Source: an optimization exercise on an open RTL-to-GDS flow (aim: small area, a short achievable clock period and few clock cycles per item). Production flows keep margins and buffers that such runs may drop. The RTL was checked by simulation tests, not by an equivalence proof against the original design. Power is estimated from default activity; no workload was simulated.

--- config.mk ---
export PLATFORM = sky130hd
export DESIGN_NAME = matvec3
export DESIGN_NICKNAME = matvec3
export VERILOG_FILES = /design/flow/design.v
export SDC_FILE = /design/flow/constraint.sdc
export NUM_CORES = 4
export LEC_CHECK = 0
export ABC_AREA = 1
export CAP_MARGIN = 20
export CORE_MARGIN = 2
export CORE_UTILIZATION = 40
export CTS_BUF_LIST = sky130_fd_sc_hd__clkbuf_8
export CTS_CLUSTER_SIZE = 40
export SETUP_SLACK_MARGIN = 4.1
export SLEW_MARGIN = 20
--- constraint.sdc ---
create_clock -name core_clock -period 7.0 [get_ports {clk}]
set_input_delay 1.4000 -clock core_clock [delete_from_list [all_inputs] [get_ports {clk}]]
set_output_delay 1.4000 -clock core_clock [all_outputs]
set_load 0.01 [all_outputs]
--- design.v ---
module mul_csa (
    input  wire [13:0] w,
    input  wire [6:0]  one,
    input  wire [6:0]  two,
    input  wire [6:0]  neg,
    output wire [27:0] r0,
    output wire [27:0] r1,
    output wire [27:0] r2
);
    wire t1 = (one[0] & w[0]) ^ neg[0];
    wire t2 = ((one[0] & w[1]) | (two[0] & w[0])) ^ neg[0];
    wire t3 = ((one[0] & w[2]) | (two[0] & w[1])) ^ neg[0];
    wire t4 = ((one[0] & w[3]) | (two[0] & w[2])) ^ neg[0];
    wire t5 = ((one[0] & w[4]) | (two[0] & w[3])) ^ neg[0];
    wire t6 = ((one[0] & w[5]) | (two[0] & w[4])) ^ neg[0];
    wire t7 = ((one[0] & w[6]) | (two[0] & w[5])) ^ neg[0];
    wire t8 = ((one[0] & w[7]) | (two[0] & w[6])) ^ neg[0];
    wire t9 = ((one[0] & w[8]) | (two[0] & w[7])) ^ neg[0];
    wire t10 = ((one[0] & w[9]) | (two[0] & w[8])) ^ neg[0];
    wire t11 = ((one[0] & w[10]) | (two[0] & w[9])) ^ neg[0];
    wire t12 = ((one[0] & w[11]) | (two[0] & w[10])) ^ neg[0];
    wire t13 = ((one[0] & w[12]) | (two[0] & w[11])) ^ neg[0];
    wire t14 = ((one[0] & w[13]) | (two[0] & w[12])) ^ neg[0];
    wire t15 = ~(((one[0] & w[13]) | (two[0] & w[13])) ^ neg[0]);
    wire t16 = (one[1] & w[0]) ^ neg[1];
    wire t17 = ((one[1] & w[1]) | (two[1] & w[0])) ^ neg[1];
    wire t18 = ((one[1] & w[2]) | (two[1] & w[1])) ^ neg[1];
    wire t19 = ((one[1] & w[3]) | (two[1] & w[2])) ^ neg[1];
    wire t20 = ((one[1] & w[4]) | (two[1] & w[3])) ^ neg[1];
    wire t21 = ((one[1] & w[5]) | (two[1] & w[4])) ^ neg[1];
    wire t22 = ((one[1] & w[6]) | (two[1] & w[5])) ^ neg[1];
    wire t23 = ((one[1] & w[7]) | (two[1] & w[6])) ^ neg[1];
    wire t24 = ((one[1] & w[8]) | (two[1] & w[7])) ^ neg[1];
    wire t25 = ((one[1] & w[9]) | (two[1] & w[8])) ^ neg[1];
    wire t26 = ((one[1] & w[10]) | (two[1] & w[9])) ^ neg[1];
    wire t27 = ((one[1] & w[11]) | (two[1] & w[10])) ^ neg[1];
    wire t28 = ((one[1] & w[12]) | (two[1] & w[11])) ^ neg[1];
    wire t29 = ((one[1] & w[13]) | (two[1] & w[12])) ^ neg[1];
    wire t30 = ~(((one[1] & w[13]) | (two[1] & w[13])) ^ neg[1]);
    wire t31 = (one[2] & w[0]) ^ neg[2];
    wire t32 = ((one[2] & w[1]) | (two[2] & w[0])) ^ neg[2];
    wire t33 = ((one[2] & w[2]) | (two[2] & w[1])) ^ neg[2];
    wire t34 = ((one[2] & w[3]) | (two[2] & w[2])) ^ neg[2];
    wire t35 = ((one[2] & w[4]) | (two[2] & w[3])) ^ neg[2];
    wire t36 = ((one[2] & w[5]) | (two[2] & w[4])) ^ neg[2];
    wire t37 = ((one[2] & w[6]) | (two[2] & w[5])) ^ neg[2];
    wire t38 = ((one[2] & w[7]) | (two[2] & w[6])) ^ neg[2];
    wire t39 = ((one[2] & w[8]) | (two[2] & w[7])) ^ neg[2];
    wire t40 = ((one[2] & w[9]) | (two[2] & w[8])) ^ neg[2];
    wire t41 = ((one[2] & w[10]) | (two[2] & w[9])) ^ neg[2];
    wire t42 = ((one[2] & w[11]) | (two[2] & w[10])) ^ neg[2];
    wire t43 = ((one[2] & w[12]) | (two[2] & w[11])) ^ neg[2];
    wire t44 = ((one[2] & w[13]) | (two[2] & w[12])) ^ neg[2];
    wire t45 = ~(((one[2] & w[13]) | (two[2] & w[13])) ^ neg[2]);
    wire t46 = (one[3] & w[0]) ^ neg[3];
    wire t47 = ((one[3] & w[1]) | (two[3] & w[0])) ^ neg[3];
    wire t48 = ((one[3] & w[2]) | (two[3] & w[1])) ^ neg[3];
    wire t49 = ((one[3] & w[3]) | (two[3] & w[2])) ^ neg[3];
    wire t50 = ((one[3] & w[4]) | (two[3] & w[3])) ^ neg[3];
    wire t51 = ((one[3] & w[5]) | (two[3] & w[4])) ^ neg[3];
    wire t52 = ((one[3] & w[6]) | (two[3] & w[5])) ^ neg[3];
    wire t53 = ((one[3] & w[7]) | (two[3] & w[6])) ^ neg[3];
    wire t54 = ((one[3] & w[8]) | (two[3] & w[7])) ^ neg[3];
    wire t55 = ((one[3] & w[9]) | (two[3] & w[8])) ^ neg[3];
    wire t56 = ((one[3] & w[10]) | (two[3] & w[9])) ^ neg[3];
    wire t57 = ((one[3] & w[11]) | (two[3] & w[10])) ^ neg[3];
    wire t58 = ((one[3] & w[12]) | (two[3] & w[11])) ^ neg[3];
    wire t59 = ((one[3] & w[13]) | (two[3] & w[12])) ^ neg[3];
    wire t60 = ~(((one[3] & w[13]) | (two[3] & w[13])) ^ neg[3]);
    wire t61 = (one[4] & w[0]) ^ neg[4];
    wire t62 = ((one[4] & w[1]) | (two[4] & w[0])) ^ neg[4];
    wire t63 = ((one[4] & w[2]) | (two[4] & w[1])) ^ neg[4];
    wire t64 = ((one[4] & w[3]) | (two[4] & w[2])) ^ neg[4];
    wire t65 = ((one[4] & w[4]) | (two[4] & w[3])) ^ neg[4];
    wire t66 = ((one[4] & w[5]) | (two[4] & w[4])) ^ neg[4];
    wire t67 = ((one[4] & w[6]) | (two[4] & w[5])) ^ neg[4];
    wire t68 = ((one[4] & w[7]) | (two[4] & w[6])) ^ neg[4];
    wire t69 = ((one[4] & w[8]) | (two[4] & w[7])) ^ neg[4];
    wire t70 = ((one[4] & w[9]) | (two[4] & w[8])) ^ neg[4];
    wire t71 = ((one[4] & w[10]) | (two[4] & w[9])) ^ neg[4];
    wire t72 = ((one[4] & w[11]) | (two[4] & w[10])) ^ neg[4];
    wire t73 = ((one[4] & w[12]) | (two[4] & w[11])) ^ neg[4];
    wire t74 = ((one[4] & w[13]) | (two[4] & w[12])) ^ neg[4];
    wire t75 = ~(((one[4] & w[13]) | (two[4] & w[13])) ^ neg[4]);
    wire t76 = (one[5] & w[0]) ^ neg[5];
    wire t77 = ((one[5] & w[1]) | (two[5] & w[0])) ^ neg[5];
    wire t78 = ((one[5] & w[2]) | (two[5] & w[1])) ^ neg[5];
    wire t79 = ((one[5] & w[3]) | (two[5] & w[2])) ^ neg[5];
    wire t80 = ((one[5] & w[4]) | (two[5] & w[3])) ^ neg[5];
    wire t81 = ((one[5] & w[5]) | (two[5] & w[4])) ^ neg[5];
    wire t82 = ((one[5] & w[6]) | (two[5] & w[5])) ^ neg[5];
    wire t83 = ((one[5] & w[7]) | (two[5] & w[6])) ^ neg[5];
    wire t84 = ((one[5] & w[8]) | (two[5] & w[7])) ^ neg[5];
    wire t85 = ((one[5] & w[9]) | (two[5] & w[8])) ^ neg[5];
    wire t86 = ((one[5] & w[10]) | (two[5] & w[9])) ^ neg[5];
    wire t87 = ((one[5] & w[11]) | (two[5] & w[10])) ^ neg[5];
    wire t88 = ((one[5] & w[12]) | (two[5] & w[11])) ^ neg[5];
    wire t89 = ((one[5] & w[13]) | (two[5] & w[12])) ^ neg[5];
    wire t90 = ~(((one[5] & w[13]) | (two[5] & w[13])) ^ neg[5]);
    wire t91 = (one[6] & w[0]) ^ neg[6];
    wire t92 = ((one[6] & w[1]) | (two[6] & w[0])) ^ neg[6];
    wire t93 = ((one[6] & w[2]) | (two[6] & w[1])) ^ neg[6];
    wire t94 = ((one[6] & w[3]) | (two[6] & w[2])) ^ neg[6];
    wire t95 = ((one[6] & w[4]) | (two[6] & w[3])) ^ neg[6];
    wire t96 = ((one[6] & w[5]) | (two[6] & w[4])) ^ neg[6];
    wire t97 = ((one[6] & w[6]) | (two[6] & w[5])) ^ neg[6];
    wire t98 = ((one[6] & w[7]) | (two[6] & w[6])) ^ neg[6];
    wire t99 = ((one[6] & w[8]) | (two[6] & w[7])) ^ neg[6];
    wire t100 = ((one[6] & w[9]) | (two[6] & w[8])) ^ neg[6];
    wire t101 = ((one[6] & w[10]) | (two[6] & w[9])) ^ neg[6];
    wire t102 = ((one[6] & w[11]) | (two[6] & w[10])) ^ neg[6];
    wire t103 = ((one[6] & w[12]) | (two[6] & w[11])) ^ neg[6];
    wire t104 = ((one[6] & w[13]) | (two[6] & w[12])) ^ neg[6];
    wire t105 = ~(((one[6] & w[13]) | (two[6] & w[13])) ^ neg[6]);
    wire t106 = t3 ^ t16 ^ neg[1];
    wire t107 = (t3 & t16) | (t3 & neg[1]) | (t16 & neg[1]);
    wire t108 = t4 ^ t17 ^ t107;
    wire t109 = (t4 & t17) | (t4 & t107) | (t17 & t107);
    wire t110 = t5 ^ t18 ^ t31;
    wire t111 = (t5 & t18) | (t5 & t31) | (t18 & t31);
    wire t112 = neg[2] ^ t110 ^ t109;
    wire t113 = (neg[2] & t110) | (neg[2] & t109) | (t110 & t109);
    wire t114 = t6 ^ t19 ^ t32;
    wire t115 = (t6 & t19) | (t6 & t32) | (t19 & t32);
    wire t116 = t111 ^ t114;
    wire t117 = t111 & t114;
    wire t118 = t7 ^ t20 ^ t33;
    wire t119 = (t7 & t20) | (t7 & t33) | (t20 & t33);
    wire t120 = t46 ^ neg[3] ^ t115;
    wire t121 = (t46 & neg[3]) | (t46 & t115) | (neg[3] & t115);
    wire t122 = t118 ^ t117 ^ t120;
    wire t123 = (t118 & t117) | (t118 & t120) | (t117 & t120);
    wire t124 = t8 ^ t21 ^ t34;
    wire t125 = (t8 & t21) | (t8 & t34) | (t21 & t34);
    wire t126 = t47 ^ t119 ^ t124;
    wire t127 = (t47 & t119) | (t47 & t124) | (t119 & t124);
    wire t128 = t121 ^ t126;
    wire t129 = t121 & t126;
    wire t130 = t9 ^ t22 ^ t35;
    wire t131 = (t9 & t22) | (t9 & t35) | (t22 & t35);
    wire t132 = t48 ^ t61 ^ neg[4];
    wire t133 = (t48 & t61) | (t48 & neg[4]) | (t61 & neg[4]);
    wire t134 = t125 ^ t130 ^ t132;
    wire t135 = (t125 & t130) | (t125 & t132) | (t130 & t132);
    wire t136 = t127 ^ t134;
    wire t137 = t127 & t134;
    wire t138 = t10 ^ t23 ^ t36;
    wire t139 = (t10 & t23) | (t10 & t36) | (t23 & t36);
    wire t140 = t49 ^ t62 ^ t131;
    wire t141 = (t49 & t62) | (t49 & t131) | (t62 & t131);
    wire t142 = t133 ^ t138 ^ t135;
    wire t143 = (t133 & t138) | (t133 & t135) | (t138 & t135);
    wire t144 = t11 ^ t24 ^ t37;
    wire t145 = (t11 & t24) | (t11 & t37) | (t24 & t37);
    wire t146 = t50 ^ t63 ^ t76;
    wire t147 = (t50 & t63) | (t50 & t76) | (t63 & t76);
    wire t148 = neg[5] ^ t139 ^ t144;
    wire t149 = (neg[5] & t139) | (neg[5] & t144) | (t139 & t144);
    wire t150 = t146 ^ t141 ^ t148;
    wire t151 = (t146 & t141) | (t146 & t148) | (t141 & t148);
    wire t152 = t12 ^ t25 ^ t38;
    wire t153 = (t12 & t25) | (t12 & t38) | (t25 & t38);
    wire t154 = t51 ^ t64 ^ t77;
    wire t155 = (t51 & t64) | (t51 & t77) | (t64 & t77);
    wire t156 = t145 ^ t147 ^ t152;
    wire t157 = (t145 & t147) | (t145 & t152) | (t147 & t152);
    wire t158 = t154 ^ t149 ^ t156;
    wire t159 = (t154 & t149) | (t154 & t156) | (t149 & t156);
    wire t160 = t13 ^ t26 ^ t39;
    wire t161 = (t13 & t26) | (t13 & t39) | (t26 & t39);
    wire t162 = t52 ^ t65 ^ t78;
    wire t163 = (t52 & t65) | (t52 & t78) | (t65 & t78);
    wire t164 = t91 ^ neg[6] ^ t153;
    wire t165 = (t91 & neg[6]) | (t91 & t153) | (neg[6] & t153);
    wire t166 = t155 ^ t160 ^ t162;
    wire t167 = (t155 & t160) | (t155 & t162) | (t160 & t162);
    wire t168 = t157 ^ t164 ^ t166;
    wire t169 = (t157 & t164) | (t157 & t166) | (t164 & t166);
    wire t170 = t14 ^ t27 ^ t40;
    wire t171 = (t14 & t27) | (t14 & t40) | (t27 & t40);
    wire t172 = t53 ^ t66 ^ t79;
    wire t173 = (t53 & t66) | (t53 & t79) | (t66 & t79);
    wire t174 = t92 ^ t161 ^ t163;
    wire t175 = (t92 & t161) | (t92 & t163) | (t161 & t163);
    wire t176 = t170 ^ t172 ^ t165;
    wire t177 = (t170 & t172) | (t170 & t165) | (t172 & t165);
    wire t178 = t167 ^ t174;
    wire t179 = t167 & t174;
    wire t180 = t15 ^ t28 ^ t41;
    wire t181 = (t15 & t28) | (t15 & t41) | (t28 & t41);
    wire t182 = t54 ^ t67 ^ t80;
    wire t183 = (t54 & t67) | (t54 & t80) | (t67 & t80);
    wire t184 = t93 ^ 1'b1 ^ t171;
    wire t185 = (t93 & 1'b1) | (t93 & t171) | (1'b1 & t171);
    wire t186 = t173 ^ t180 ^ t182;
    wire t187 = (t173 & t180) | (t173 & t182) | (t180 & t182);
    wire t188 = t175 ^ t184 ^ t186;
    wire t189 = (t175 & t184) | (t175 & t186) | (t184 & t186);
    wire t190 = t29 ^ t42 ^ t55;
    wire t191 = (t29 & t42) | (t29 & t55) | (t42 & t55);
    wire t192 = t68 ^ t81 ^ t94;
    wire t193 = (t68 & t81) | (t68 & t94) | (t81 & t94);
    wire t194 = 1'b1 ^ t181 ^ t183;
    wire t195 = (1'b1 & t181) | (1'b1 & t183) | (t181 & t183);
    wire t196 = t190 ^ t192 ^ t185;
    wire t197 = (t190 & t192) | (t190 & t185) | (t192 & t185);
    wire t198 = t187 ^ t194;
    wire t199 = t187 & t194;
    wire t200 = t30 ^ t43 ^ t56;
    wire t201 = (t30 & t43) | (t30 & t56) | (t43 & t56);
    wire t202 = t69 ^ t82 ^ t95;
    wire t203 = (t69 & t82) | (t69 & t95) | (t82 & t95);
    wire t204 = t191 ^ t193 ^ t200;
    wire t205 = (t191 & t193) | (t191 & t200) | (t193 & t200);
    wire t206 = t202 ^ t195 ^ t204;
    wire t207 = (t202 & t195) | (t202 & t204) | (t195 & t204);
    wire t208 = t44 ^ t57 ^ t70;
    wire t209 = (t44 & t57) | (t44 & t70) | (t57 & t70);
    wire t210 = t83 ^ t96 ^ 1'b1;
    wire t211 = (t83 & t96) | (t83 & 1'b1) | (t96 & 1'b1);
    wire t212 = t201 ^ t203 ^ t208;
    wire t213 = (t201 & t203) | (t201 & t208) | (t203 & t208);
    wire t214 = t210 ^ t205 ^ t212;
    wire t215 = (t210 & t205) | (t210 & t212) | (t205 & t212);
    wire t216 = t45 ^ t58 ^ t71;
    wire t217 = (t45 & t58) | (t45 & t71) | (t58 & t71);
    wire t218 = t84 ^ t97 ^ t209;
    wire t219 = (t84 & t97) | (t84 & t209) | (t97 & t209);
    wire t220 = t211 ^ t216 ^ t213;
    wire t221 = (t211 & t216) | (t211 & t213) | (t216 & t213);
    wire t222 = t59 ^ t72 ^ t85;
    wire t223 = (t59 & t72) | (t59 & t85) | (t72 & t85);
    wire t224 = t98 ^ 1'b1 ^ t217;
    wire t225 = (t98 & 1'b1) | (t98 & t217) | (1'b1 & t217);
    wire t226 = t222 ^ t219 ^ t224;
    wire t227 = (t222 & t219) | (t222 & t224) | (t219 & t224);
    wire t228 = t60 ^ t73 ^ t86;
    wire t229 = (t60 & t73) | (t60 & t86) | (t73 & t86);
    wire t230 = t99 ^ t223 ^ t228;
    wire t231 = (t99 & t223) | (t99 & t228) | (t223 & t228);
    wire t232 = t225 ^ t230;
    wire t233 = t225 & t230;
    wire t234 = t74 ^ t87 ^ t100;
    wire t235 = (t74 & t87) | (t74 & t100) | (t87 & t100);
    wire t236 = 1'b1 ^ t229 ^ t234;
    wire t237 = (1'b1 & t229) | (1'b1 & t234) | (t229 & t234);
    wire t238 = t231 ^ t236;
    wire t239 = t231 & t236;
    wire t240 = t75 ^ t88 ^ t101;
    wire t241 = (t75 & t88) | (t75 & t101) | (t88 & t101);
    wire t242 = t235 ^ t240 ^ t237;
    wire t243 = (t235 & t240) | (t235 & t237) | (t240 & t237);
    wire t244 = t89 ^ t102 ^ 1'b1;
    wire t245 = (t89 & t102) | (t89 & 1'b1) | (t102 & 1'b1);
    wire t246 = t241 ^ t244;
    wire t247 = t241 & t244;
    wire t248 = t90 ^ t103 ^ t245;
    wire t249 = (t90 & t103) | (t90 & t245) | (t103 & t245);
    wire t250 = t104 ^ 1'b1 ^ t249;
    wire t251 = (t104 & 1'b1) | (t104 & t249) | (1'b1 & t249);
    assign r0[0] = t1;
    assign r0[1] = t2;
    assign r0[2] = t106;
    assign r0[3] = t108;
    assign r0[4] = t112;
    assign r0[5] = t113;
    assign r0[6] = t122;
    assign r0[7] = t123;
    assign r0[8] = t129;
    assign r0[9] = t140;
    assign r0[10] = t143;
    assign r0[11] = t151;
    assign r0[12] = t159;
    assign r0[13] = t169;
    assign r0[14] = t177;
    assign r0[15] = t189;
    assign r0[16] = t197;
    assign r0[17] = t207;
    assign r0[18] = t218;
    assign r0[19] = t221;
    assign r0[20] = t227;
    assign r0[21] = t233;
    assign r0[22] = t239;
    assign r0[23] = t243;
    assign r0[24] = t247;
    assign r0[25] = t250;
    assign r0[26] = t105;
    assign r0[27] = 1'b1;
    assign r1[0] = neg[0];
    assign r1[1] = 1'b0;
    assign r1[2] = 1'b0;
    assign r1[3] = 1'b0;
    assign r1[4] = 1'b0;
    assign r1[5] = t116;
    assign r1[6] = 1'b0;
    assign r1[7] = t128;
    assign r1[8] = t136;
    assign r1[9] = t137;
    assign r1[10] = t150;
    assign r1[11] = t158;
    assign r1[12] = t168;
    assign r1[13] = t176;
    assign r1[14] = t179;
    assign r1[15] = t196;
    assign r1[16] = t199;
    assign r1[17] = t214;
    assign r1[18] = t215;
    assign r1[19] = t226;
    assign r1[20] = t232;
    assign r1[21] = t238;
    assign r1[22] = t242;
    assign r1[23] = t246;
    assign r1[24] = t248;
    assign r1[25] = 1'b0;
    assign r1[26] = t251;
    assign r1[27] = 1'b0;
    assign r2[0] = 1'b0;
    assign r2[1] = 1'b0;
    assign r2[2] = 1'b0;
    assign r2[3] = 1'b0;
    assign r2[4] = 1'b0;
    assign r2[5] = 1'b0;
    assign r2[6] = 1'b0;
    assign r2[7] = 1'b0;
    assign r2[8] = 1'b0;
    assign r2[9] = t142;
    assign r2[10] = 1'b0;
    assign r2[11] = 1'b0;
    assign r2[12] = 1'b0;
    assign r2[13] = t178;
    assign r2[14] = t188;
    assign r2[15] = t198;
    assign r2[16] = t206;
    assign r2[17] = 1'b0;
    assign r2[18] = t220;
    assign r2[19] = 1'b0;
    assign r2[20] = 1'b0;
    assign r2[21] = 1'b0;
    assign r2[22] = 1'b0;
    assign r2[23] = 1'b0;
    assign r2[24] = 1'b0;
    assign r2[25] = 1'b0;
    assign r2[26] = 1'b0;
    assign r2[27] = 1'b0;
endmodule
module acc_add (
    input  wire [27:0] a,
    input  wire [27:0] r0,
    input  wire [27:0] r1,
    input  wire [27:0] r2,
    output wire [27:0] y
);
    wire [27:0] x0;
    wire [27:0] x1;
    wire v1 = r0[9] ^ r1[9];
    wire v2 = r0[9] & r1[9];
    wire v3 = r0[10] ^ r1[10];
    wire v4 = r0[10] & r1[10];
    wire v5 = r0[11] ^ r1[11];
    wire v6 = r0[11] & r1[11];
    wire v7 = r0[12] ^ r1[12];
    wire v8 = r0[12] & r1[12];
    wire v9 = r0[13] ^ r1[13] ^ r2[13];
    wire v10 = (r0[13] & r1[13]) | (r0[13] & r2[13]) | (r1[13] & r2[13]);
    wire v11 = r0[14] ^ r1[14] ^ r2[14];
    wire v12 = (r0[14] & r1[14]) | (r0[14] & r2[14]) | (r1[14] & r2[14]);
    wire v13 = r0[15] ^ r1[15] ^ r2[15];
    wire v14 = (r0[15] & r1[15]) | (r0[15] & r2[15]) | (r1[15] & r2[15]);
    wire v15 = r0[16] ^ r1[16] ^ r2[16];
    wire v16 = (r0[16] & r1[16]) | (r0[16] & r2[16]) | (r1[16] & r2[16]);
    wire v17 = r0[17] ^ r1[17];
    wire v18 = r0[17] & r1[17];
    wire v19 = r0[18] ^ r1[18] ^ r2[18];
    wire v20 = (r0[18] & r1[18]) | (r0[18] & r2[18]) | (r1[18] & r2[18]);
    wire v21 = r0[19] ^ r1[19];
    wire v22 = r0[19] & r1[19];
    wire v23 = r0[20] ^ r1[20];
    wire v24 = r0[20] & r1[20];
    wire v25 = r0[21] ^ r1[21];
    wire v26 = r0[21] & r1[21];
    wire v27 = r0[22] ^ r1[22];
    wire v28 = r0[22] & r1[22];
    wire v29 = r0[23] ^ r1[23];
    wire v30 = r0[23] & r1[23];
    wire v31 = r0[24] ^ r1[24];
    wire v32 = r0[24] & r1[24];
    wire v33 = r0[0] ^ r1[0];
    wire v34 = r0[0] & r1[0];
    wire v35 = r0[1] ^ a[1];
    wire v36 = r0[1] & a[1];
    wire v37 = r0[2] ^ a[2];
    wire v38 = r0[2] & a[2];
    wire v39 = r0[3] ^ a[3];
    wire v40 = r0[3] & a[3];
    wire v41 = r0[4] ^ a[4];
    wire v42 = r0[4] & a[4];
    wire v43 = r0[5] ^ r1[5] ^ a[5];
    wire v44 = (r0[5] & r1[5]) | (r0[5] & a[5]) | (r1[5] & a[5]);
    wire v45 = r0[6] ^ a[6];
    wire v46 = r0[6] & a[6];
    wire v47 = r0[7] ^ r1[7] ^ a[7];
    wire v48 = (r0[7] & r1[7]) | (r0[7] & a[7]) | (r1[7] & a[7]);
    wire v49 = r0[8] ^ r1[8] ^ a[8];
    wire v50 = (r0[8] & r1[8]) | (r0[8] & a[8]) | (r1[8] & a[8]);
    wire v51 = r2[9] ^ a[9] ^ v1;
    wire v52 = (r2[9] & a[9]) | (r2[9] & v1) | (a[9] & v1);
    wire v53 = a[10] ^ v2 ^ v3;
    wire v54 = (a[10] & v2) | (a[10] & v3) | (v2 & v3);
    wire v55 = a[11] ^ v4 ^ v5;
    wire v56 = (a[11] & v4) | (a[11] & v5) | (v4 & v5);
    wire v57 = a[12] ^ v6 ^ v7;
    wire v58 = (a[12] & v6) | (a[12] & v7) | (v6 & v7);
    wire v59 = a[13] ^ v8 ^ v9;
    wire v60 = (a[13] & v8) | (a[13] & v9) | (v8 & v9);
    wire v61 = a[14] ^ v10 ^ v11;
    wire v62 = (a[14] & v10) | (a[14] & v11) | (v10 & v11);
    wire v63 = a[15] ^ v12 ^ v13;
    wire v64 = (a[15] & v12) | (a[15] & v13) | (v12 & v13);
    wire v65 = a[16] ^ v14 ^ v15;
    wire v66 = (a[16] & v14) | (a[16] & v15) | (v14 & v15);
    wire v67 = a[17] ^ v16 ^ v17;
    wire v68 = (a[17] & v16) | (a[17] & v17) | (v16 & v17);
    wire v69 = a[18] ^ v18 ^ v19;
    wire v70 = (a[18] & v18) | (a[18] & v19) | (v18 & v19);
    wire v71 = a[19] ^ v20 ^ v21;
    wire v72 = (a[19] & v20) | (a[19] & v21) | (v20 & v21);
    wire v73 = a[20] ^ v22 ^ v23;
    wire v74 = (a[20] & v22) | (a[20] & v23) | (v22 & v23);
    wire v75 = a[21] ^ v24 ^ v25;
    wire v76 = (a[21] & v24) | (a[21] & v25) | (v24 & v25);
    wire v77 = a[22] ^ v26 ^ v27;
    wire v78 = (a[22] & v26) | (a[22] & v27) | (v26 & v27);
    wire v79 = a[23] ^ v28 ^ v29;
    wire v80 = (a[23] & v28) | (a[23] & v29) | (v28 & v29);
    wire v81 = a[24] ^ v30 ^ v31;
    wire v82 = (a[24] & v30) | (a[24] & v31) | (v30 & v31);
    wire v83 = r0[25] ^ a[25] ^ v32;
    wire v84 = (r0[25] & a[25]) | (r0[25] & v32) | (a[25] & v32);
    wire v85 = r0[26] ^ r1[26] ^ a[26];
    wire v86 = (r0[26] & r1[26]) | (r0[26] & a[26]) | (r1[26] & a[26]);
    wire v87 = 1'b1 ^ a[27];
    wire v88 = 1'b1 & a[27];
    assign x0[0] = a[0];
    assign x1[0] = v33;
    assign x0[1] = v34;
    assign x1[1] = v35;
    assign x0[2] = v36;
    assign x1[2] = v37;
    assign x0[3] = v38;
    assign x1[3] = v39;
    assign x0[4] = v40;
    assign x1[4] = v41;
    assign x0[5] = v42;
    assign x1[5] = v43;
    assign x0[6] = v44;
    assign x1[6] = v45;
    assign x0[7] = v46;
    assign x1[7] = v47;
    assign x0[8] = v48;
    assign x1[8] = v49;
    assign x0[9] = v50;
    assign x1[9] = v51;
    assign x0[10] = v52;
    assign x1[10] = v53;
    assign x0[11] = v54;
    assign x1[11] = v55;
    assign x0[12] = v56;
    assign x1[12] = v57;
    assign x0[13] = v58;
    assign x1[13] = v59;
    assign x0[14] = v60;
    assign x1[14] = v61;
    assign x0[15] = v62;
    assign x1[15] = v63;
    assign x0[16] = v64;
    assign x1[16] = v65;
    assign x0[17] = v66;
    assign x1[17] = v67;
    assign x0[18] = v68;
    assign x1[18] = v69;
    assign x0[19] = v70;
    assign x1[19] = v71;
    assign x0[20] = v72;
    assign x1[20] = v73;
    assign x0[21] = v74;
    assign x1[21] = v75;
    assign x0[22] = v76;
    assign x1[22] = v77;
    assign x0[23] = v78;
    assign x1[23] = v79;
    assign x0[24] = v80;
    assign x1[24] = v81;
    assign x0[25] = v82;
    assign x1[25] = v83;
    assign x0[26] = v84;
    assign x1[26] = v85;
    assign x0[27] = v86;
    assign x1[27] = v87;
    assign y = x0 + x1;
endmodule
`timescale 1ns/1ps
`default_nettype none
module matvec3
(
    input  logic               clk,
    input  logic               reset,
    input  logic               input_valid,
    output logic               input_ready,
    input  logic signed [13:0] input_data,
    output logic               output_valid,
    input  logic               output_ready,
    output logic signed [27:0] output_data
);
    logic [3:0]         ph;        
    logic signed [13:0] ring [12];
    logic signed [13:0] ring0_d;
    logic signed [13:0] x_n;       
    logic [6:0]         one_q;     
    logic [6:0]         two_q;
    logic [6:0]         neg_q;
    logic [3:0]         wc;
    logic               active;    
    logic [3:0]         pi;        
    logic [1:0]         pc;        
    logic [1:0]         xl;        
    logic               fire_d;
    logic               first_d;
    logic               last_d;
    logic [27:0]        s_q;
    logic [27:0]        c_q;
    logic [27:0]        e_q;
    logic [27:0]        acc;
    logic [27:0]        s_d;
    logic [27:0]        c_d;
    logic [27:0]        e_d;
    logic [3:0]         pi_ph;     
    logic [3:0]         ph_n;
    logic [3:0]         wc_n;
    logic               active_n;
    logic [3:0]         pi_n;
    logic [1:0]         pc_n;
    logic [1:0]         xl_n;
    logic               ready_n;
    logic accept;
    logic fire;
    logic cancel;
    logic retire;
    function automatic logic slot_free(input logic [3:0] w, input logic act,
                                       input logic [3:0] p);
        if (w < 4'd9)       slot_free = !act || (p > w);
        else if (w == 4'd9) slot_free = !act;
        else                slot_free = 1'b1;
    endfunction
    assign accept      = input_valid && input_ready;
    assign pi_ph       = (pi < 4'd2) ? pi + 4'd10 : pi - 4'd2;
    assign cancel      = fire_d && first_d && output_valid && !output_ready;
    assign retire      = fire_d && !cancel;
    assign fire        = active && (ph == pi_ph) && (xl > pc) && !cancel;
    assign output_data = acc;
    always_comb begin
        ph_n     = (ph == 4'd11) ? 4'd0 : ph + 4'd1;
        wc_n     = wc;
        active_n = active;
        pi_n     = pi;
        pc_n     = pc;
        xl_n     = xl;
        if (accept) begin
            wc_n = (wc == 4'd11) ? 4'd0 : wc + 4'd1;
            if (wc == 4'd9) begin
                active_n = 1'b1;
                pi_n     = '0;
                pc_n     = '0;
                xl_n     = 2'd1;
            end else if (wc > 4'd9) begin
                xl_n = xl + 2'd1;
            end
        end
        if (fire) begin
            pi_n = pi + 4'd1;
            pc_n = (pc == 2'd2) ? 2'd0 : pc + 2'd1;
            if (pi == 4'd8) active_n = 1'b0;
        end else if (cancel) begin
            pi_n = pi - 4'd1;
            pc_n = '0;
        end
        ready_n = (ph_n == wc_n) && slot_free(wc_n, active_n, pi_n);
    end
    assign ring0_d = accept ? input_data : ring[11];
    always_comb begin
        if (ph >= 4'd9)      x_n = ring0_d;
        else if (ph <= 4'd2) x_n = ring[2];
        else                 x_n = ring[5];
    end
    logic [14:0] x_ext;
    assign x_ext = {x_n, 1'b0};
    always_ff @(posedge clk) begin
        for (int k = 0; k < 7; k++) begin
            logic b2, b1, b0;
            b2 = x_ext[2*k+2];
            b1 = x_ext[2*k+1];
            b0 = x_ext[2*k];
            one_q[k] <= b1 ^ b0;
            two_q[k] <= (b2 & !b1 & !b0) | (!b2 & b1 & b0);
            neg_q[k] <= b2;
        end
    end
    mul_csa mul_i (
        .w  (ring[9]),
        .one(one_q),
        .two(two_q),
        .neg(neg_q),
        .r0 (s_d),
        .r1 (c_d),
        .r2 (e_d)
    );
    always_ff @(posedge clk) begin
        ring[0] <= ring0_d;
        for (int k = 1; k < 12; k++) ring[k] <= ring[k-1];
        s_q     <= s_d;
        c_q     <= c_d;
        e_q     <= e_d;
        first_d <= (pc == 2'd0);
        last_d  <= (pc == 2'd2);
    end
    logic [27:0] a_m;
    assign a_m = first_d ? 28'd0 : acc;
    logic [27:0] sum;
    acc_add add_i (
        .a  (a_m),
        .r0 (s_q),
        .r1 (c_q),
        .r2 (e_q),
        .y  (sum)
    );
    always_ff @(posedge clk) begin
        if (retire) begin
            acc <= sum;
        end
    end
    always_ff @(posedge clk) begin
        if (reset) begin
            ph           <= '0;
            wc           <= '0;
            active       <= 1'b0;
            pi           <= '0;
            pc           <= '0;
            xl           <= '0;
            fire_d       <= 1'b0;
            input_ready  <= 1'b1;
            output_valid <= 1'b0;
        end else begin
            ph           <= ph_n;
            wc           <= wc_n;
            active       <= active_n;
            pi           <= pi_n;
            pc           <= pc_n;
            xl           <= xl_n;
            fire_d       <= fire;
            input_ready  <= ready_n;
            if (retire && last_d)   output_valid <= 1'b1;
            else if (output_ready)  output_valid <= 1'b0;
        end
    end
endmodule
`default_nettype wire
--- flow/run.sh ---
#!/bin/bash
# The standard layout (standard.sh) with three changes:
# - synthesis skips the quick abc pass inside yosys's synth command
#   (SYNTH_ARGS=-noabc), so the adder cells are extracted from the design's
#   own full-adder logic; the registers are the standard synthesis's;
# - clock tree synthesis adds no dummy loads to balance the tree;
# - the port buffers are buf_1 cells.
set -o pipefail
export SYNTH_ARGS="-noabc"
export CTS_ARGS="-sink_clustering_enable -repair_clock_nets -sink_clustering_size 40 -buf_list sky130_fd_sc_hd__clkbuf_8 -dont_use_dummy_load"
export BUFFER_PORTS_ARGS="-buffer_cell sky130_fd_sc_hd__buf_1"
bash standard.sh > standard.log 2>&1
--- standard.sh ---
#!/bin/bash
# synth_recipe.tcl (not shown) runs the flow's synth.tcl, then flattens the netlist and writes it again
# the make line also repeats each setting of config.mk as NAME=value (left out here)
make -C /OpenROAD-flow-scripts/flow DESIGN_CONFIG=/design/flow/config.mk WORK_HOME=/design/flow/orfs CLKGATE_MAP_FILE= SYNTH_SCRIPT=/design/flow/synth_recipe.tcl "${@:-finish}"
==> impl_metrics.toml, run 1 <==
[run_status]
status = "no timing/DRC/antenna violations"

[yosys]
yosys-top-cells-area = "dfxtp_1 37%, fa_1 12%, ha_1 7.9%"
synth-seq-area-share_pct = 43.4
yosys.area.top_type = "dfxtp_1"
ys.warnings.count = 3
syn_area_sq_um = 14200
ys.flop_type = "dfxtp_1"
synthCells = 1458
synth.distinct_cells = 43
async_flop_share_pct = 0
avgSynthCellArea_sq_um = 9.71
synth.top_cell.area_share_pct = 37.5
synth_edf_count = 28
ys_seq_elements = 293
synth_fp_nets = 1650

[layout]
n_fill_cell = 3283
nets = 1760
areaGrowthSynthToFinish_pct = 15.5
antennaDiodeCount = 0
layout_commonest_cell = "dfxtp_1"
post-route-util_pct = 47.1
layout_common_cells = "249 x dfxtp_1, 229 x nand2_1, 171 x inv_1"
drive_gt1_share_pct = 15.6

[routing]
drc = 0
via_per_inst = 4.99
post_drt_wl_per_cell_um = 16.6
ant_nets = 0
dr_total_vias = 10082
dr.pass1.iters = 5
drt_iter0_drc = 788
wirelength_mm = 33.5

[placed_design]
portBuffers = 47
gp_congestion = 0.863
dpl.hpwl_mm = 23.6

[setup_path]
path_cells = "buf_8, clkinv_8, nand4_1, buf_6, nor2_4, xor2_1, nand3b_1, nand2_2, ha_4, nand2_2, o21bai_1, a21oi_1, nand2_1, inv_1, nor2_2, nand3_1, nand2_1, inv_1"
timing.rr.start = "one_q[4]$_DFF_P_"
worstRegToRegCells = 8
cp.required_ps = 7480
critPathMaxStageDelay_ps = 270
slowest_stage = "ha_4"
cp_max_fo = 8
setup.worst_path.end_class = "flip-flop"
path_class = "primary input to flip-flop"
rr_endpoint = "add_i.r1[17]$_DFF_P_"
crit_path_start_kind = "primary input"
cp.arrival_ps = 3390
r2r_setup_slack_ps = 4160

[cts]
cts_max_level = 2
cts_sinks = 293
cts_buffers = 46
clock_latency_ps = 580
cts_tree = "done"
clock_tree.root_cell = "clkbuf_8"
clk_pin_slew_ps = 60
cts.path.max_buffers = 3

[worst_hold_path]
min_path_cells = 0
min_from = "ring[0][11]$_DFF_P_"
holdPathEnd = "ring[1][11]$_DFF_P_"
hp-class = "flip-flop to flip-flop"

[floorplanning]
initial_core_util_pct = 40.8
core_sq_um = 34700
die_h_um = 192
rows = 68
die_width_um = 192
pin_count = 48
die-area_sq_um = 36900

[sta]
finClkSkew_ps = 66.3
timing.final.hold_violations = 0
rsz0062_at_grt = "true"
tightest_slew_ps = 861
fin_tns_setup_ps = 0
drv_slew = 0
finalSetupViolations = 0
min_period_ps = 2900
timing.fmax_ghz = 0.344
slew_headroom_pct = 42.6
fin_crit_sh_pct = 41.5

[power]
power_density_nw_per_um2 = 527
peakVddDrop_v = 0.000270
leakage_nw = 7.47

[global_route]
grt_pass1_wl_mm = 52.8
grtUsageTotal_pct = 18.1
grt_overflow = 0
antenna_found_initial = 0
grt_max_degree = 29
grt_pass1_vias = 10061

[run]
cap_violations = 0
==> report_power, final <==
part           internal (mW)  switching (mW)  leakage (nW)
clock network          0.578           0.576         0.331
logic                   2.03            2.95          4.67
registers               2.26           0.232          2.47
==> state kept, by name (all words and copies together), names as in the netlist <==
register	flops
output_valid	1
last_d	1
active	1
acc	28
s_q	27
first_d	1
pi	4
two_q	7
input_ready	1
ring	168
fire_d	1
ph	4
neg_q	7
add_i.r1	21
xl	2
one_q	7
wc	4
pc	2
add_i.r2	6
==> through the flow <==
stage               power (mW)  std cells  hold slack (ps)  setup slack (ps)  cell area (sq um)
floorplan                 5.67       1458              310              3940              14200
global placement          6.78       1913              310              3190              14700
detailed placement        6.86       1913              312              3130              14700
CTS                       8.25       1975              286              4050              15600
global route              9.43       2021              288              3890              16400
finish                    8.62       2021              289              4100              16400
==> synthesized netlist by cell type (2+ instances only) <==
master,number
clkbuf_1,37
o21bai_1,4
o221ai_4,3
nand3_1,56
xnor2_1,6
o22ai_1,91
a21oi_1,41
inv_1,188
nor3_1,7
nand2_1,237
buf_6,3
fa_1,85
o221ai_2,10
o21ai_0,31
nor2_2,5
nand4_1,13
xor2_1,124
edfxtp_1,28
nand3b_1,4
buf_2,5
nor2_1,89
dfxtp_1,265
buf_1,4
a31oi_1,2
inv_2,6
ha_1,89
nand2_2,8
nand2_4,2
==> cells by family after synthesis <==
group                      synth area share (%)
adders and majority gates                  19.9
AOI/OAI and AO/OA                          9.10
DFF                                        43.4
and+or+nand+nor                            12.6
xor gates and xnor gates                   8.04
buffers and inverters                      6.92
==> timing repair <==
action                                  CTS  global route
cloned                                    1             3
buffers inserted                         15            43
gates resized for setup                  33            87
endpoints found under the setup margin   25            28
pin swaps                                 0            22
hold buffers                              0             0
==> final cells by class <==
cell class	instances	area (sq um)	area share (%)
multi-input cells	919	7410	45.3
flip-flops and latches	293	6170	37.7
inverters	195	806	4.93
repair buffers	110	746	4.56
clock buffers	46	633	3.87
well taps	455	569	3.48
repair inverters	3	15.0	0.0918
==> critical path: cells and delay by family <==
| family | cells | cell delay (ps) |
|---|---|---|
| and+or+nand+nor | 9 | 820 |
| buffers and inverters | 5 | 470 |
| adders and majority gates | 1 | 270 |
| AOI/OAI and AO/OA | 2 | 260 |
| xor gates and xnor gates | 1 | 140 |
==> per-layer routing <==
metal  global-route usage, %  part of all wire, %  vias up
met5                       0                    0        -
met4                    7.37                  3.3        0
met3                    3.36                  5.7       95
met2                    28.2                   45      356
met1                    24.7                   46     4749
li1                        -                    -     4882
==> how the worst max path moves through the flow <==
stage | start | end | slack (ps) | cells past startpoint
after global placement | input_valid | input_ready$_SDFF_PP1_ | 3190 | 18
after detailed placement | input_valid | input_ready$_SDFF_PP1_ | 3130 | 18
after floorplan | output_ready | input_ready$_SDFF_PP1_ | 3940 | 17
final | output_ready | input_ready$_SDFF_PP1_ | 4100 | 18
after global routing | output_ready | input_ready$_SDFF_PP1_ | 3890 | 18
after CTS | input_valid | input_ready$_SDFF_PP1_ | 4050 | 17
Testbench counts, summed over its fixed seeds: cycles 4,680, items 1,152.
==> run 2, diff against run 1 <==
--- a/config.mk
+++ b/config.mk
@@ -13,3 +13,3 @@
 export CTS_CLUSTER_SIZE = 40
-export SETUP_SLACK_MARGIN = 4.1
+export SETUP_SLACK_MARGIN = 4.3
 export SLEW_MARGIN = 20
==> impl_metrics.toml, run 2 <==
[layout]
fin_area_sq_um = 17800
largest_reg_flops = 168
antennaDiodeCount = 0
instances_no_fill = 2106
drive_gt1_share_pct = 28.7
reg_top3 = "ring x168, acc x28, s_q x27"
nets = 1845
layout_commonest_cell = "dfxtp_1"
largest_register = "ring"
layout_common_cells = "230 x dfxtp_1, 213 x nand2_1, 151 x inv_1"
areaGrowthSynthToFinish_pct = 26.0

[placed_design]
dpl-instance-area_sq_um = 14700
gp_congestion = 0.873
dp.cells = 1913
portBuffers = 47
dpl.hpwl_mm = 23.8

[setup_path]
rr_endpoint = "add_i.r1[11]$_DFF_P_"
setup.worst_path.end_class = "flip-flop"
path_class = "flip-flop to flip-flop"
crit_buf_inv = 3
crit_top_cell = "fa_2"
r2r_setup_slack_ps = 4020
cp_max_fo = 7
cpLargestDelayFamily = "adder cells"
path_cells = "clkinvlp_4, buf_6, buf_6, o22ai_4, xor2_2, fa_2, fa_2, fa_2"
cp.arrival_ps = 3420
cp.required_ps = 7440
timing.rr.start = "ring[9][8]$_DFF_P_"
slowest_stage = "fa_2"
critPathMaxStageDelay_ps = 600
worstRegToRegCells = 8
crit_path_start_kind = "flip-flop"

[yosys]
synth.distinct_cells = 43
yosysMostFrequentCell = "dfxtp_1"
synthCells = 1458
async_flop_share_pct = 0
synth_fp_nets = 1650
ys_seq_elements = 293
syn_area_sq_um = 14200
synth.top_cell.area_share_pct = 37.5
yosys-top-cells-area = "dfxtp_1 37%, fa_1 12%, ha_1 7.9%"
synth_edf_count = 28
ys.warnings.count = 3
synth-seq-area-share_pct = 43.4
avgSynthCellArea_sq_um = 9.71
yosys.area.top_type = "dfxtp_1"
synthTopCellsByCount = "265 x dfxtp_1, 237 x nand2_1, 188 x inv_1"
ys.flop_type = "dfxtp_1"

[sta]
timing.fmax_ghz = 0.336
finClkSkew_ps = 49.3
fin_crit_sh_pct = 42.5
min_period_ps = 2980
rsz0062_at_grt = "true"
whs_ps = 301
drv_slew = 0
finalSetupViolations = 0
timing.final.hold_violations = 0
slew_headroom_pct = 45.2
fin_tns_setup_ps = 0
tightest_slew_ps = 822

[cts]
cts.path.max_buffers = 3
cts_buffers = 48
clock_latency_ps = 580
cts_max_level = 2
clock_tree.root_cell = "clkbuf_8"
cts_tree = "done"
clk_pin_slew_ps = 70
holdBufCountCts = 0
cts_sinks = 293

[power]
leakage_nw = 7.96
peakVddDrop_v = 0.000359
power_density_nw_per_um2 = 557
finalPower_mw = 9.93

[routing]
wirelength_mm = 37.3
post_drt_wl_per_cell_um = 17.7
via_per_inst = 5.10
drc = 0
dr.pass1.iters = 5
dr_total_vias = 10732
ant_nets = 0
drt_iter0_drc = 981

[floorplanning]
die_h_um = 192
pin_count = 48
die-area_sq_um = 36900
die_width_um = 192
rows = 68
initial_core_util_pct = 40.8
core_sq_um = 34700

[worst_hold_path]
min_from = "ring[8][3]$_DFF_P_"
min_path_cells = 0
hp-class = "flip-flop to flip-flop"
holdPathEnd = "ring[9][3]$_DFF_P_"

[global_route]
grt_overflow = 0
grt_pass1_vias = 10553
grtUsageTotal_pct = 19.1
antenna_found_initial = 0
grt_pass1_wl_mm = 55.4
grt_max_degree = 29

[run_status]
status = "no timing/DRC/antenna violations"

[run]
cap_violations = 0
-- run 2: kinds of logic (layout without fill, tap and decap cells) --
family	count (synthesis)	count (layout)	synth area share (%)
AOI/OAI and AO/OA	191	191	9.10
xor gates and xnor gates	130	130	8.04
adders and majority gates	174	174	19.9
buffers and inverters	246	438	6.92
DFF	293	293	43.4
and+or+nand+nor	424	425	12.6
-- run 2: area by class of cell --
type                            count  area [sq um]
Tap cell                          455           569
Timing Repair Buffer              189          1430
Sequential cell                   293          6220
Timing Repair inverter              6          42.5
Fill cell                        3094         16900
Multi-Input combinational cell    920          8050
Clock buffer                       48           661
Inverter                          195           857
-- run 2: power breakdown --
part | internal, mW | switching, mW
logic | 2.68 | 3.53
clock network | 0.601 | 0.587
registers | 2.27 | 0.253
-- run 2: how the worst max path moves through the flow --
stage / from / endpoint / slack, ps / cells past startpoint
2_1_floorplan: output_ready / input_ready$_SDFF_PP1_ / 3940 / 17
3_3_place_gp: input_valid / input_ready$_SDFF_PP1_ / 3180 / 16
3_5_place_dp: input_valid / input_ready$_SDFF_PP1_ / 3090 / 18
4_1_cts: output_ready / input_ready$_SDFF_PP1_ / 4200 / 18
5_1_grt: output_ready / input_ready$_SDFF_PP1_ / 4010 / 18
6_report: ring[9][8]$_DFF_P_ / add_i.r1[11]$_DFF_P_ / 4020 / 8
-- run 2: timing repair --
action | 4_1_cts | 5_1_grt
pin swaps | 29 | 80
cloned | 6 | 2
setup buffers | 73 | 64
gates resized for setup | 134 | 194
setup endpoints to repair | 48 | 39
-- run 2: through the flow --
stage / worst slack [ps] / utilization, %
global placement: 3180 / 42.4
detailed placement: 3090 / 42.4
global route: 4010 / 51.4
CTS: 4200 / 47.7
finish: 4020 / 51.4
floorplan: 3940 / -
-- run 2: routing by layer --
metal	vias up	track usage, %	share of wire (%)
li1	5068	-	-
met3	148	3.78	6.3
met2	450	31.0	46
met5	-	1.10	0.14
met1	5064	24.6	43
met4	2	8.43	4.0
==> run 3, diff against run 2 <==
--- a/design.v
+++ b/design.v
@@ -498,3 +498,214 @@
     assign x1[27] = v87;
-    assign y = x0 + x1;
+    wire p0 = x0[0] ^ x1[0];
+    wire g0 = x0[0] & x1[0];
+    wire p1 = x0[1] ^ x1[1];
+    wire g1 = x0[1] & x1[1];
+    wire p2 = x0[2] ^ x1[2];
+    wire g2 = x0[2] & x1[2];
+    wire p3 = x0[3] ^ x1[3];
+    wire g3 = x0[3] & x1[3];
+    wire p4 = x0[4] ^ x1[4];
+    wire g4 = x0[4] & x1[4];
+    wire p5 = x0[5] ^ x1[5];
+    wire g5 = x0[5] & x1[5];
+    wire p6 = x0[6] ^ x1[6];
+    wire g6 = x0[6] & x1[6];
+    wire p7 = x0[7] ^ x1[7];
+    wire g7 = x0[7] & x1[7];
+    wire p8 = x0[8] ^ x1[8];
+    wire g8 = x0[8] & x1[8];
+    wire p9 = x0[9] ^ x1[9];
+    wire g9 = x0[9] & x1[9];
+    wire p10 = x0[10] ^ x1[10];
+    wire g10 = x0[10] & x1[10];
+    wire p11 = x0[11] ^ x1[11];
+    wire g11 = x0[11] & x1[11];
+    wire p12 = x0[12] ^ x1[12];
+    wire g12 = x0[12] & x1[12];
+    wire p13 = x0[13] ^ x1[13];
+    wire g13 = x0[13] & x1[13];
+    wire p14 = x0[14] ^ x1[14];
+    wire g14 = x0[14] & x1[14];
+    wire p15 = x0[15] ^ x1[15];
+    wire g15 = x0[15] & x1[15];
+    wire p16 = x0[16] ^ x1[16];
+    wire g16 = x0[16] & x1[16];
+    wire p17 = x0[17] ^ x1[17];
+    wire g17 = x0[17] & x1[17];
+    wire p18 = x0[18] ^ x1[18];
+    wire g18 = x0[18] & x1[18];
+    wire p19 = x0[19] ^ x1[19];
+    wire g19 = x0[19] & x1[19];
+    wire p20 = x0[20] ^ x1[20];
+    wire g20 = x0[20] & x1[20];
+    wire p21 = x0[21] ^ x1[21];
+    wire g21 = x0[21] & x1[21];
+    wire p22 = x0[22] ^ x1[22];
+    wire g22 = x0[22] & x1[22];
+    wire p23 = x0[23] ^ x1[23];
+    wire g23 = x0[23] & x1[23];
+    wire p24 = x0[24] ^ x1[24];
+    wire g24 = x0[24] & x1[24];
+    wire p25 = x0[25] ^ x1[25];
+    wire g25 = x0[25] & x1[25];
+    wire p26 = x0[26] ^ x1[26];
+    wire g26 = x0[26] & x1[26];
+    wire p27 = x0[27] ^ x1[27];
+    wire g27 = x0[27] & x1[27];
+    wire G0_1 = g1 | (p1 & g0);
+    wire P0_1 = p1 & p0;
+    wire G0_3 = g3 | (p3 & g2);
+    wire P0_3 = p3 & p2;
+    wire G0_5 = g5 | (p5 & g4);
+    wire P0_5 = p5 & p4;
+    wire G0_7 = g7 | (p7 & g6);
+    wire P0_7 = p7 & p6;
+    wire G0_9 = g9 | (p9 & g8);
+    wire P0_9 = p9 & p8;
+    wire G0_11 = g11 | (p11 & g10);
+    wire P0_11 = p11 & p10;
+    wire G0_13 = g13 | (p13 & g12);
+    wire P0_13 = p13 & p12;
+    wire G0_15 = g15 | (p15 & g14);
+    wire P0_15 = p15 & p14;
+    wire G0_17 = g17 | (p17 & g16);
+    wire P0_17 = p17 & p16;
+    wire G0_19 = g19 | (p19 & g18);
+    wire P0_19 = p19 & p18;
+    wire G0_21 = g21 | (p21 & g20);
+    wire P0_21 = p21 & p20;
+    wire G0_23 = g23 | (p23 & g22);
+    wire P0_23 = p23 & p22;
+    wire G0_25 = g25 | (p25 & g24);
+    wire P0_25 = p25 & p24;
+    wire G0_27 = g27 | (p27 & g26);
+    wire P0_27 = p27 & p26;
+    wire G1_2 = g2 | (p2 & G0_1);
+    wire P1_2 = p2 & P0_1;
+    wire G1_3 = G0_3 | (P0_3 & G0_1);
+    wire P1_3 = P0_3 & P0_1;
+    wire G1_6 = g6 | (p6 & G0_5);
+    wire P1_6 = p6 & P0_5;
+    wire G1_7 = G0_7 | (P0_7 & G0_5);
+    wire P1_7 = P0_7 & P0_5;
+    wire G1_10 = g10 | (p10 & G0_9);
+    wire P1_10 = p10 & P0_9;
+    wire G1_11 = G0_11 | (P0_11 & G0_9);
+    wire P1_11 = P0_11 & P0_9;
+    wire G1_14 = g14 | (p14 & G0_13);
+    wire P1_14 = p14 & P0_13;
+    wire G1_15 = G0_15 | (P0_15 & G0_13);
+    wire P1_15 = P0_15 & P0_13;
+    wire G1_18 = g18 | (p18 & G0_17);
+    wire P1_18 = p18 & P0_17;
+    wire G1_19 = G0_19 | (P0_19 & G0_17);
+    wire P1_19 = P0_19 & P0_17;
+    wire G1_22 = g22 | (p22 & G0_21);
+    wire P1_22 = p22 & P0_21;
+    wire G1_23 = G0_23 | (P0_23 & G0_21);
+    wire P1_23 = P0_23 & P0_21;
+    wire G1_26 = g26 | (p26 & G0_25);
+    wire P1_26 = p26 & P0_25;
+    wire G1_27 = G0_27 | (P0_27 & G0_25);
+    wire P1_27 = P0_27 & P0_25;
+    wire G2_4 = g4 | (p4 & G1_3);
+    wire P2_4 = p4 & P1_3;
+    wire G2_5 = G0_5 | (P0_5 & G1_3);
+    wire P2_5 = P0_5 & P1_3;
+    wire G2_6 = G1_6 | (P1_6 & G1_3);
+    wire P2_6 = P1_6 & P1_3;
+    wire G2_7 = G1_7 | (P1_7 & G1_3);
+    wire P2_7 = P1_7 & P1_3;
+    wire G2_12 = g12 | (p12 & G1_11);
+    wire P2_12 = p12 & P1_11;
+    wire G2_13 = G0_13 | (P0_13 & G1_11);
+    wire P2_13 = P0_13 & P1_11;
+    wire G2_14 = G1_14 | (P1_14 & G1_11);
+    wire P2_14 = P1_14 & P1_11;
+    wire G2_15 = G1_15 | (P1_15 & G1_11);
+    wire P2_15 = P1_15 & P1_11;
+    wire G2_20 = g20 | (p20 & G1_19);
+    wire P2_20 = p20 & P1_19;
+    wire G2_21 = G0_21 | (P0_21 & G1_19);
+    wire P2_21 = P0_21 & P1_19;
+    wire G2_22 = G1_22 | (P1_22 & G1_19);
+    wire P2_22 = P1_22 & P1_19;
+    wire G2_23 = G1_23 | (P1_23 & G1_19);
+    wire P2_23 = P1_23 & P1_19;
+    wire G3_8 = g8 | (p8 & G2_7);
+    wire P3_8 = p8 & P2_7;
+    wire G3_9 = G0_9 | (P0_9 & G2_7);
+    wire P3_9 = P0_9 & P2_7;
+    wire G3_10 = G1_10 | (P1_10 & G2_7);
+    wire P3_10 = P1_10 & P2_7;
+    wire G3_11 = G1_11 | (P1_11 & G2_7);
+    wire P3_11 = P1_11 & P2_7;
+    wire G3_12 = G2_12 | (P2_12 & G2_7);
+    wire P3_12 = P2_12 & P2_7;
+    wire G3_13 = G2_13 | (P2_13 & G2_7);
+    wire P3_13 = P2_13 & P2_7;
+    wire G3_14 = G2_14 | (P2_14 & G2_7);
+    wire P3_14 = P2_14 & P2_7;
+    wire G3_15 = G2_15 | (P2_15 & G2_7);
+    wire P3_15 = P2_15 & P2_7;
+    wire G3_24 = g24 | (p24 & G2_23);
+    wire P3_24 = p24 & P2_23;
+    wire G3_25 = G0_25 | (P0_25 & G2_23);
+    wire P3_25 = P0_25 & P2_23;
+    wire G3_26 = G1_26 | (P1_26 & G2_23);
+    wire P3_26 = P1_26 & P2_23;
+    wire G3_27 = G1_27 | (P1_27 & G2_23);
+    wire P3_27 = P1_27 & P2_23;
+    wire G4_16 = g16 | (p16 & G3_15);
+    wire P4_16 = p16 & P3_15;
+    wire G4_17 = G0_17 | (P0_17 & G3_15);
+    wire P4_17 = P0_17 & P3_15;
+    wire G4_18 = G1_18 | (P1_18 & G3_15);
+    wire P4_18 = P1_18 & P3_15;
+    wire G4_19 = G1_19 | (P1_19 & G3_15);
+    wire P4_19 = P1_19 & P3_15;
+    wire G4_20 = G2_20 | (P2_20 & G3_15);
+    wire P4_20 = P2_20 & P3_15;
+    wire G4_21 = G2_21 | (P2_21 & G3_15);
+    wire P4_21 = P2_21 & P3_15;
+    wire G4_22 = G2_22 | (P2_22 & G3_15);
+    wire P4_22 = P2_22 & P3_15;
+    wire G4_23 = G2_23 | (P2_23 & G3_15);
+    wire P4_23 = P2_23 & P3_15;
+    wire G4_24 = G3_24 | (P3_24 & G3_15);
+    wire P4_24 = P3_24 & P3_15;
+    wire G4_25 = G3_25 | (P3_25 & G3_15);
+    wire P4_25 = P3_25 & P3_15;
+    wire G4_26 = G3_26 | (P3_26 & G3_15);
+    wire P4_26 = P3_26 & P3_15;
+    wire G4_27 = G3_27 | (P3_27 & G3_15);
+    wire P4_27 = P3_27 & P3_15;
+    assign y[0] = p0;
+    assign y[1] = p1 ^ g0;
+    assign y[2] = p2 ^ G0_1;
+    assign y[3] = p3 ^ G1_2;
+    assign y[4] = p4 ^ G1_3;
+    assign y[5] = p5 ^ G2_4;
+    assign y[6] = p6 ^ G2_5;
+    assign y[7] = p7 ^ G2_6;
+    assign y[8] = p8 ^ G2_7;
+    assign y[9] = p9 ^ G3_8;
+    assign y[10] = p10 ^ G3_9;
+    assign y[11] = p11 ^ G3_10;
+    assign y[12] = p12 ^ G3_11;
+    assign y[13] = p13 ^ G3_12;
+    assign y[14] = p14 ^ G3_13;
+    assign y[15] = p15 ^ G3_14;
+    assign y[16] = p16 ^ G3_15;
+    assign y[17] = p17 ^ G4_16;
+    assign y[18] = p18 ^ G4_17;
+    assign y[19] = p19 ^ G4_18;
+    assign y[20] = p20 ^ G4_19;
+    assign y[21] = p21 ^ G4_20;
+    assign y[22] = p22 ^ G4_21;
+    assign y[23] = p23 ^ G4_22;
+    assign y[24] = p24 ^ G4_23;
+    assign y[25] = p25 ^ G4_24;
+    assign y[26] = p26 ^ G4_25;
+    assign y[27] = p27 ^ G4_26;
 endmodule
==> flow/run.sh (replaced) <==
#!/bin/bash
# The standard layout (standard.sh) with two changes:
# - clock tree synthesis adds no dummy loads to balance the tree;
# - the port buffers are buf_1 cells.
set -o pipefail
export CTS_ARGS="-sink_clustering_enable -repair_clock_nets -sink_clustering_size 40 -buf_list sky130_fd_sc_hd__clkbuf_8 -dont_use_dummy_load"
export BUFFER_PORTS_ARGS="-buffer_cell sky130_fd_sc_hd__buf_1"
bash standard.sh > standard.log 2>&1
--- a/config.mk
+++ b/config.mk
@@ -13,3 +13,3 @@
 export CTS_CLUSTER_SIZE = 40
-export SETUP_SLACK_MARGIN = 4.3
+export SETUP_SLACK_MARGIN = 4.1
 export SLEW_MARGIN = 20
==> impl_metrics.toml, run 3 <==
[floorplanning]
initial_core_util_pct = 40.4
pin_count = 48
die_width_um = 190
core_sq_um = 34400
die-area_sq_um = 36200
rows = 68
die_h_um = 190

[yosys]
synth.distinct_cells = 42
async_flop_share_pct = 0
yosys.area.top_type = "dfxtp_1"
muxShareOfSynthArea_pct = 0
ys_seq_elements = 293
synth.top_cell.area_share_pct = 38.2
ys.warnings.count = 3
syn_area_sq_um = 13900
avgSynthCellArea_sq_um = 9.51
yosys.area_share.simple_pct = 11.2
synth_edf_count = 28
synth_xor_xnor_area_share_pct = 7.76
synthTopCellsByCount = "265 x dfxtp_1, 258 x inv_1, 243 x nand2_1"
synth_top_family_by_area = "adder cells"
yosysMostFrequentCell = "dfxtp_1"
yosys-top-cells-area = "dfxtp_1 38%, fa_1 12%, inv_1 7.0%"
synth_compound_area_share_pct = 8.67
ys.flop_type = "dfxtp_1"
synth_adder_area_share_pct = 19.1
synth-seq-area-share_pct = 44.3
synth_fp_nets = 1639
synthCells = 1460

[global_route]
grt_overflow = 0
grt-busiest-layer = "met2"
grtUsageTotal_pct = 15.8
use_met3_pct = 2.94
grt_pass1_wl_mm = 46.3
antenna_found_initial = 0
grtUsageMet2_pct = 25.5
met1_usage_pct = 21.3
grt_pass1_vias = 9293
grt_max_degree = 23

[cts]
clock_latency_ps = 560
cts.path.max_buffers = 3
clk_pin_slew_ps = 60
cts_sinks = 293
cts_buffers = 46
cts_tree = "done"
cts_max_level = 2
clock_tree.root_cell = "clkbuf_8"

[setup_path]
critPathMaxStageDelay_ps = 550
setup.worst_path.end_class = "flip-flop"
path_class = "flip-flop to flip-flop"
cp_max_fo = 4
crit_top_cell = "fa_1"
cp_num_cells = 9
worstRegToRegCells = 9
path_cells = "fa_1, fa_1, ha_1, a21oi_1, o21ai_2, a21oi_2, nand2_2, fa_2, xor2_1"
cpLargestDelayFamily = "adder cells"
cp.required_ps = 7270
cp.arrival_ps = 3200
slowest_stage = "fa_1"
crit_buf_inv = 0
crit_path_start_kind = "flip-flop"

[layout]
areaGrowthSynthToFinish_pct = 10.4
layout_common_cells = "257 x dfxtp_1, 250 x inv_1, 240 x nand2_1"
drive_gt1_share_pct = 8.61
layout_commonest_cell = "dfxtp_1"
reg_top3 = "ring x168, acc x28, s_q x27"
n_fill_cell = 3363
largest_reg_flops = 168
post-route-util_pct = 44.6
antennaDiodeCount = 0
nets = 1703
largest_register = "ring"
fin_area_sq_um = 15300

[placed_design]
pre_cts_slack_ps = 3360
dpl-instance-area_sq_um = 14400
dpl.hpwl_mm = 20.6
portBuffers = 47
gp_congestion = 0.865

[sta]
finalSetupViolations = 0
tightest_slew_ps = 847
setup_ws_ps = 4070
rsz0062_at_grt = "true"
whs_ps = 292
slew_headroom_pct = 43.6
fin_tns_setup_ps = 0
timing.final.hold_violations = 0
finClkSkew_ps = 45.2
fin_crit_sh_pct = 41.8
min_period_ps = 2930
timing.fmax_ghz = 0.341
drv_slew = 0

[worst_hold_path]
min_path_cells = 0
hp-class = "flip-flop to flip-flop"

[routing]
post_drt_wl_per_cell_um = 14.2
wirelength_mm = 28.2
ant_nets = 0
dr.pass1.iters = 7
via_per_inst = 4.69
dr_total_vias = 9276
drt_iter0_drc = 501
drc = 0

[run]
cap_violations = 0

[power]
leakage_nw = 7.24
comb_power_share_pct = 54.5
switchingPower_mw = 3.35
switching_share_pct = 42.1
p_clk_share_pct = 14.4
seq_power_share_pct = 31.0
intPower_mw = 4.60
power_density_nw_per_um2 = 518
peakVddDrop_v = 0.000209

[run_status]
status = "no timing/DRC/antenna violations"
-- run 3: cells by family after synthesis --
| kind of cell | after synthesis |
|---|---|
| buffers and inverters | 318 |
| flip-flops | 293 |
| adder cells (fa/ha/maj) | 161 |
| AND/OR/NAND/NOR | 377 |
| XOR/XNOR | 123 |
| AO/OA/AOI/OAI | 188 |
-- run 3: layer usage --
layer	vias to the layer above	wire, um
met3	53	1440
li1	4680	-
met1	4321	13200
met4	0	673
met2	222	12900
met5	-	0
-- run 3: cell type report --
type                       count  area (sq um)  area share [%]
multi-input combinational    849          6590            43.0
inverter                     268          1040            6.81
sequential                   293          6160            40.2
tap                          455           569            3.71
clock buffer                  46           633            4.13
timing repair buffer          66           337            2.20
-- run 3: worst paths after layout --
path                        endpoint                 start  slack (ps)
setup / recovery   acc[17]$_DFFE_PP_  add_i.r2[15]$_DFF_P_        4070
hold / removal    ring[9][2]$_DFF_P_    ring[8][2]$_DFF_P_         290
setup reg to reg   acc[17]$_DFFE_PP_  add_i.r2[15]$_DFF_P_        4070
hold reg to reg   ring[9][2]$_DFF_P_    ring[8][2]$_DFF_P_         290
-- run 3: power by group through the flow --
stage / logic [mW] / registers (mW) / clock network (mW)
after detailed placement: 4.21 / 2.50 / 0
after global routing: 5.08 / 2.51 / 1.26
final: 4.33 / 2.47 / 1.15
after CTS: 4.24 / 2.47 / 1.20
after floorplan: 3.26 / 2.41 / 0
after global placement: 4.10 / 2.49 / 0
-- run 3: what timing repair did --
action                                  4_1_cts  5_1_grt
resized for setup                             9       25
hold buffers                                  0        0
pin swaps                                     1        6
buffers inserted                              1       17
endpoints found under the setup margin       29       16
gates cloned                                  0        0
-- run 3: stage by stage --
| step | power (mW) | cells |
|---|---|---|
| 2_1_floorplan | 5.67 | 1460 |
| 3_3_place_gp | 6.58 | 1912 |
| 3_5_place_dp | 6.70 | 1913 |
| 4_1_cts | 7.91 | 1960 |
| 5_1_grt | 8.85 | 1977 |
| 6_report | 7.95 | 1977 |
Testbench counts of run 3, summed over its fixed seeds: cycles 4,680, items 1,152.

-- re-timing with driven ports --
Ports are ideal in the flow. The routed layouts listed here were re-timed in OpenROAD.
Step 1, drivers: a clkbuf_16 drives clk and a buf_2 each remaining input, both assumed.
Step 2, shift: input delay + t, output delay - t, t = (earliest + latest rising clock arrival at the registers) / 2. This alone moves slack from input paths to output paths.
Slacks: no drivers / after step 1 / after step 2; pairs: no drivers / after step 1.
| run | t (ns) | setup WS [ns] | worst setup path after step 2 |
|---|---|---|---|
| run 1 | 0.599 | 4.096 / 4.105 / 3.506 | input to register |
| run 2 | 0.599 | 4.023 / 4.023 / 3.564 | input to register |
| run 3 | 0.587 | 4.072 / 4.072 / 3.670 | input to register |
After both steps setup and hold are still met in every run listed. For run 1, which loses most, drivers alone change the setup slack by +0.009 ns; drivers and shift together by -0.590 ns.
